This design comes from an exercise in tuning for a short achievable clock period and few clock cycles on the open sky130 flow, not from production work.
Function was checked by simulation only, so behaviour that the tests miss may differ from the original.
Power is estimated from default activity; no workload was simulated.

== xenon ==
==> flow/design.v <==
package icache_pkg;
    localparam int addr_w = 32;
    localparam int data_w = 32;
    typedef logic [addr_w-1:0] addr_t;    
    typedef logic [data_w-1:0] data_t;    
    typedef enum logic [1:0] {
        s_idle     = 2'b00,
        s_compare  = 2'b01,
        s_allocate = 2'b11
    } cache_state_t;
endpackage
module icache_top
#(
    parameter int sets       = 8,
    parameter int line_words = 4
) (
    input  logic        clk,
    input  logic        nrst,
    input  logic        cpu_req,
    input  logic [31:0] cpu_addr,
    input  logic        flush,
    output logic        cpu_ack,
    output logic        cpu_busy,
    output logic [31:0] cpu_rdata,
    output logic        wb_cyc,
    output logic        wb_stb,
    output logic        wb_we,
    output logic [31:0] wb_adr,
    input  logic [31:0] wb_dat_i,
    input  logic        wb_ack
);
    localparam int off_w   = $clog2(line_words);
    localparam int idx_w   = $clog2(sets);
    localparam int idx_lsb = off_w + 2;
    localparam int tag_lsb = idx_lsb + idx_w;
    localparam int tag_w   = 32 - tag_lsb;
    localparam int ent     = sets * 2;               
    localparam int slots   = sets * line_words;      
    logic [tag_w-1:0]      tag_mem [ent];
    logic [ent-1:0]        valid;
    logic [sets-1:0]       lru;                      
    logic [31:0]           data0 [slots];            
    logic [31:0]           data1 [slots];            
    logic                  ack_o;                    
    logic                  ack_q;                    
    logic [31:0]           rdata_o;                  
    logic                  busy_o;                   
    logic                  cyc_o;                    
    logic                  stb_o;                    
    logic [31:0]           adr_o;                    
    logic                  f_act;                    
    logic [31-idx_lsb:0]   f_line;                   
    logic [off_w-1:0]      f_word;                   
    logic [off_w-1:0]      f_cnt;                    
    logic [idx_w:0]        f_ent;                    
    logic [line_words-1:0] f_got;                    
    logic                  f_inst;                   
    logic [idx_w+off_w-1:0] rp;                      
    logic [slots-1:0]      rp_oh;                    
    logic [tag_w-1:0]      rt0, rt1;                 
    logic                  rv0, rv1;                 
    logic                  miss_q;                   
    logic [idx_w-1:0]      t_set;                    
    logic                  t_way;
    logic [idx_w-1:0]      a_set, r_set, n_set;
    logic [tag_w-1:0]      a_tag, f_tag;
    logic [off_w-1:0]      a_word, r_word;
    logic [idx_w+off_w-1:0] a_idx, a_nxt;
    logic [slots-1:0]      a_oh, a_nxt_oh;
    logic                  at_idx;                   
    logic                  at_set;                   
    logic                  h0, h1, hit, hit_way;     
    logic                  victim;                   
    logic                  look;                     
    logic                  fill_here;                
    logic                  fill_hit;                 
    logic                  word_now;                 
    logic                  ready;
    logic                  answer;
    logic                  to_nxt;                   
    logic                  f_end;                    
    logic                  start;
    logic [31:0]           rd0, rd1, rd;
    assign a_set  = cpu_addr[tag_lsb-1:idx_lsb];
    assign a_tag  = cpu_addr[31:tag_lsb];
    assign a_word = cpu_addr[idx_lsb-1:2];
    assign a_idx  = cpu_addr[tag_lsb-1:2];
    assign a_nxt  = a_idx + 1'b1;
    assign n_set  = a_nxt[idx_w+off_w-1:off_w];
    assign r_set  = rp[idx_w+off_w-1:off_w];
    assign r_word = rp[off_w-1:0];
    assign f_tag  = f_line[31-idx_lsb:idx_w];
    always_comb
    begin
        a_oh = '0;
        a_oh[a_idx] = 1'b1;
    end
    assign a_nxt_oh = {a_oh[slots-2:0], a_oh[slots-1]};
    assign at_idx  = (a_idx == rp);
    assign at_set  = (a_set == r_set);
    assign h0      = rv0 && (rt0 == a_tag);
    assign h1      = rv1 && (rt1 == a_tag);
    assign hit     = h0 | h1;
    assign hit_way = ~h0;                            
    assign victim = !rv0 ? 1'b0 : !rv1 ? 1'b1 : lru[r_set];
    assign look      = cpu_req && !ack_q;
    assign fill_here = f_act && (f_ent[idx_w:1] == r_set) && (f_inst || !f_got[r_word]);
    assign fill_hit  = fill_here && (f_ent[0] == hit_way);
    assign word_now  = wb_ack && (f_word == r_word);   
    assign ready     = !fill_hit || word_now;
    assign answer    = look && at_idx && hit && ready;
    assign to_nxt    = at_idx && (fill_here ? word_now : !miss_q);
    assign f_end  = f_act && wb_ack && (f_cnt == off_w'(line_words - 1));
    assign start  = look && at_set && !hit && (!f_act || f_end);
    always_comb
    begin
        rd0 = '0;
        rd1 = '0;
        for (int k = 0; k < slots; k++)
        begin
            rd0 |= {32{rp_oh[k]}} & data0[k];
            rd1 |= {32{rp_oh[k]}} & data1[k];
        end
    end
    assign rd = fill_hit ? wb_dat_i : hit_way ? rd1 : rd0;
    always_ff @(posedge clk or negedge nrst)
    begin
        if (!nrst)
        begin
            ack_o  <= 1'b0;
            busy_o <= 1'b0;
            miss_q <= 1'b0;
        end
        else
        begin
            ack_o  <= answer;
            busy_o <= look || (f_act && !f_end);
            miss_q <= look && (miss_q || (at_set && !hit));
        end
    end
    always_ff @(posedge clk)
        ack_q <= answer;
    always_ff @(posedge clk)
        rdata_o <= rd;
    always_ff @(posedge clk or negedge nrst)
    begin
        if (!nrst)
        begin
            rp    <= '0;
            rp_oh <= 1;
        end
        else if (look)
        begin
            rp    <= to_nxt ? a_nxt : a_idx;
            rp_oh <= to_nxt ? a_nxt_oh : a_oh;
        end
    end
    logic [tag_w-1:0] c_t [3][2];
    logic             c_v [3][2];
    logic [idx_w-1:0] c_set [3];
    assign c_set[0] = a_set;
    assign c_set[1] = n_set;
    assign c_set[2] = r_set;
    always_comb
        for (int c = 0; c < 3; c++)
            for (int w = 0; w < 2; w++)
            begin
                if (f_inst && (f_ent == {c_set[c], w[0]}))
                begin
                    c_t[c][w] = f_tag;
                    c_v[c][w] = 1'b1;
                end
                else
                begin
                    c_t[c][w] = tag_mem[{c_set[c], w[0]}];
                    c_v[c][w] = valid[{c_set[c], w[0]}];
                end
            end
    always_ff @(posedge clk)
    begin
        rt0 <= !look ? c_t[2][0] : to_nxt ? c_t[1][0] : c_t[0][0];
        rt1 <= !look ? c_t[2][1] : to_nxt ? c_t[1][1] : c_t[0][1];
    end
    always_ff @(posedge clk or negedge nrst)
    begin
        if (!nrst)
        begin
            rv0 <= 1'b0;
            rv1 <= 1'b0;
        end
        else
        begin
            rv0 <= !flush && (!look ? c_v[2][0] : to_nxt ? c_v[1][0] : c_v[0][0]);
            rv1 <= !flush && (!look ? c_v[2][1] : to_nxt ? c_v[1][1] : c_v[0][1]);
        end
    end
    always_ff @(posedge clk or negedge nrst)
    begin
        if (!nrst)
        begin
            f_act  <= 1'b0;
            cyc_o  <= 1'b0;
            stb_o  <= 1'b0;
            f_inst <= 1'b0;
            f_got  <= '0;
            f_cnt  <= '0;
        end
        else
        begin
            f_inst <= start;
            cyc_o  <= start || (cyc_o && !f_end);
            stb_o  <= start || (stb_o && !f_end);
            if (start)
                f_act <= 1'b1;
            else if (f_end)
                f_act <= 1'b0;
            if (f_inst)
            begin
                f_got <= '0;
                f_cnt <= '0;
            end
            else if (f_act && wb_ack)
            begin
                f_got[f_word] <= 1'b1;
                f_cnt         <= f_cnt + 1'b1;
            end
        end
    end
    always_ff @(posedge clk)
    begin
        if (!f_act || f_end)
        begin
            f_line <= cpu_addr[31:idx_lsb];
            f_word <= a_word;
            f_ent  <= {r_set, victim};               
        end
        else if (wb_ack)
            f_word <= f_word + 1'b1;
    end
    always_ff @(posedge clk)
    begin
        if ((!cyc_o || f_end) && cpu_req)
            adr_o <= {cpu_addr[31:2], 2'b00};
        else if (cyc_o && wb_ack)
            adr_o[idx_lsb-1:2] <= adr_o[idx_lsb-1:2] + 1'b1;
    end
    always_ff @(posedge clk)
    begin
        for (int k = 0; k < slots; k++)
        begin
            if (f_act && (f_ent == {k[idx_w+off_w-1:off_w], 1'b0}) && (f_word == k[off_w-1:0]))
                data0[k] <= wb_dat_i;
            if (f_act && (f_ent == {k[idx_w+off_w-1:off_w], 1'b1}) && (f_word == k[off_w-1:0]))
                data1[k] <= wb_dat_i;
        end
    end
    always_ff @(posedge clk)
    begin
        if (f_inst)
            tag_mem[f_ent] <= f_tag;
    end
    always_ff @(posedge clk or negedge nrst)
    begin
        if (!nrst)
            valid <= '0;
        else if (flush)
            valid <= '0;             
        else if (f_inst)
            valid[f_ent] <= 1'b1;
    end
    always_ff @(posedge clk or negedge nrst)
    begin
        if (!nrst)
            lru <= '0;
        else if (ack_q)
            lru[t_set] <= ~t_way;
        else if (f_inst)
            lru[f_ent[idx_w:1]] <= ~f_ent[0];
    end
    always_ff @(posedge clk)
    begin
        t_set <= r_set;
        t_way <= hit_way;
    end
    assign cpu_ack   = ack_o;
    assign cpu_busy  = busy_o;
    assign cpu_rdata = rdata_o;
    assign wb_cyc    = cyc_o;
    assign wb_stb    = stb_o;
    assign wb_we     = 1'b0;
    assign wb_adr    = adr_o;
endmodule
clock: 7.0 ns
lec_check: 0
abc_clock_period_in_ps: 2500
cap_margin: 20
core_margin: 2
core_utilization: 40
cts_cluster_diameter: 100
cts_cluster_size: 20
setup_slack_margin: 4.5
slew_margin: 20
run.sh (not shown) runs the stock make flow with config.mk's settings and CLKGATE_MAP_FILE= SYNTH_SCRIPT=/design/flow/synth_recipe.tcl, a recipe that flattens the netlist after the stock synthesis.
Testbench counts of xenon, summed over its fixed seeds: cycles 30,115.
The following lists how sierra was set up differently from xenon:
Settings: PLACE_DENSITY now 0.5, previously not set; CTS_CLUSTER_DIAMETER no longer set, was 100; CTS_CLUSTER_SIZE no longer set, was 20.
Notes after the runs:
- When the final numbers for sierra and xenon were put side by side, the detailed-routing iteration count for the pre-antenna-repair pass turned out to be greater in xenon.
- Compared sierra vs xenon, and relative contribution of combinational cells to total power is down in sierra.
- The net switching power figure of sierra exceeds that of xenon by about 12%.
- sierra vs. xenon: top achievable clock speed went down by 0.011 GHz.
- First-pass GRT wire length went up by a few percent going from xenon to sierra.
- | total routed wire length on the met1 layer | sierra vs xenon | about 18% higher |
- sierra: clock-pin slew of the registers on the worst-case setup and hold paths 0.03 ns below xenon
The following lists how harbor was set up differently from sierra:
Settings: CORE_UTILIZATION now 45, was 40.
Results
Global routing met2 resource utilization (higher): harbor. [compare] base=sierra new=harbor: final hold slack increased by 0.082 ns relative to the old numbers; number of clock buffer instances in the layout decreased by 8.9% relative to the old numbers; total power decreased by 0.33% relative to the old numbers; cell count decreased by 302 relative to the old numbers; time the final worst path needs with I/O delays and setup decreased by 0.064 ns relative to the old numbers. Every run in the comparison, sierra and harbor, completed the flow with a clean layout. On largest clock skew in the final design: harbor sits below sierra. Diff sierra -> harbor: clock-net power neither gained nor lost much, part of the total power dissipated in combinational logic picked up an extra 0.2 points. Diff harbor..sierra | HPWL after detailed placement | negligible.

[port drivers added, routing unchanged]
The results above use ideal ports. As a check the final layouts listed here were re-extracted and re-timed, cells and wires unchanged.
Step 1, drivers: a clkbuf_16 drives clk and a buf_2 each remaining input, both assumed.
Step 2 moves the port delays by t, midway between the first and last clock arrival at a register: inputs arrive t later, outputs are due t later. That takes back most of the time a late clock gives input paths.
Three values: ideal ports, drivers, drivers and shift; two values: the first two.
run | shift t [ns] | slack for setup (ns) | worst setup path after step 2 | clock arrival spread, ns | cell pins on the clock port's net
xenon | 0.942 | 4.122 / 4.086 / 3.191 | input to register | 0.080 / 0.080 | 1
sierra | 1.031 | 4.028 / 3.929 / 3.099 | input to register | 0.103 / 0.103 | 1
harbor | 1.020 | 4.093 / 3.997 / 3.234 | input to register | 0.055 / 0.055 | 1
After both steps setup and hold are still met in every run listed. The setup slack of xenon, which loses most, moves by -0.036 ns with the drivers and by -0.931 ns with both steps.
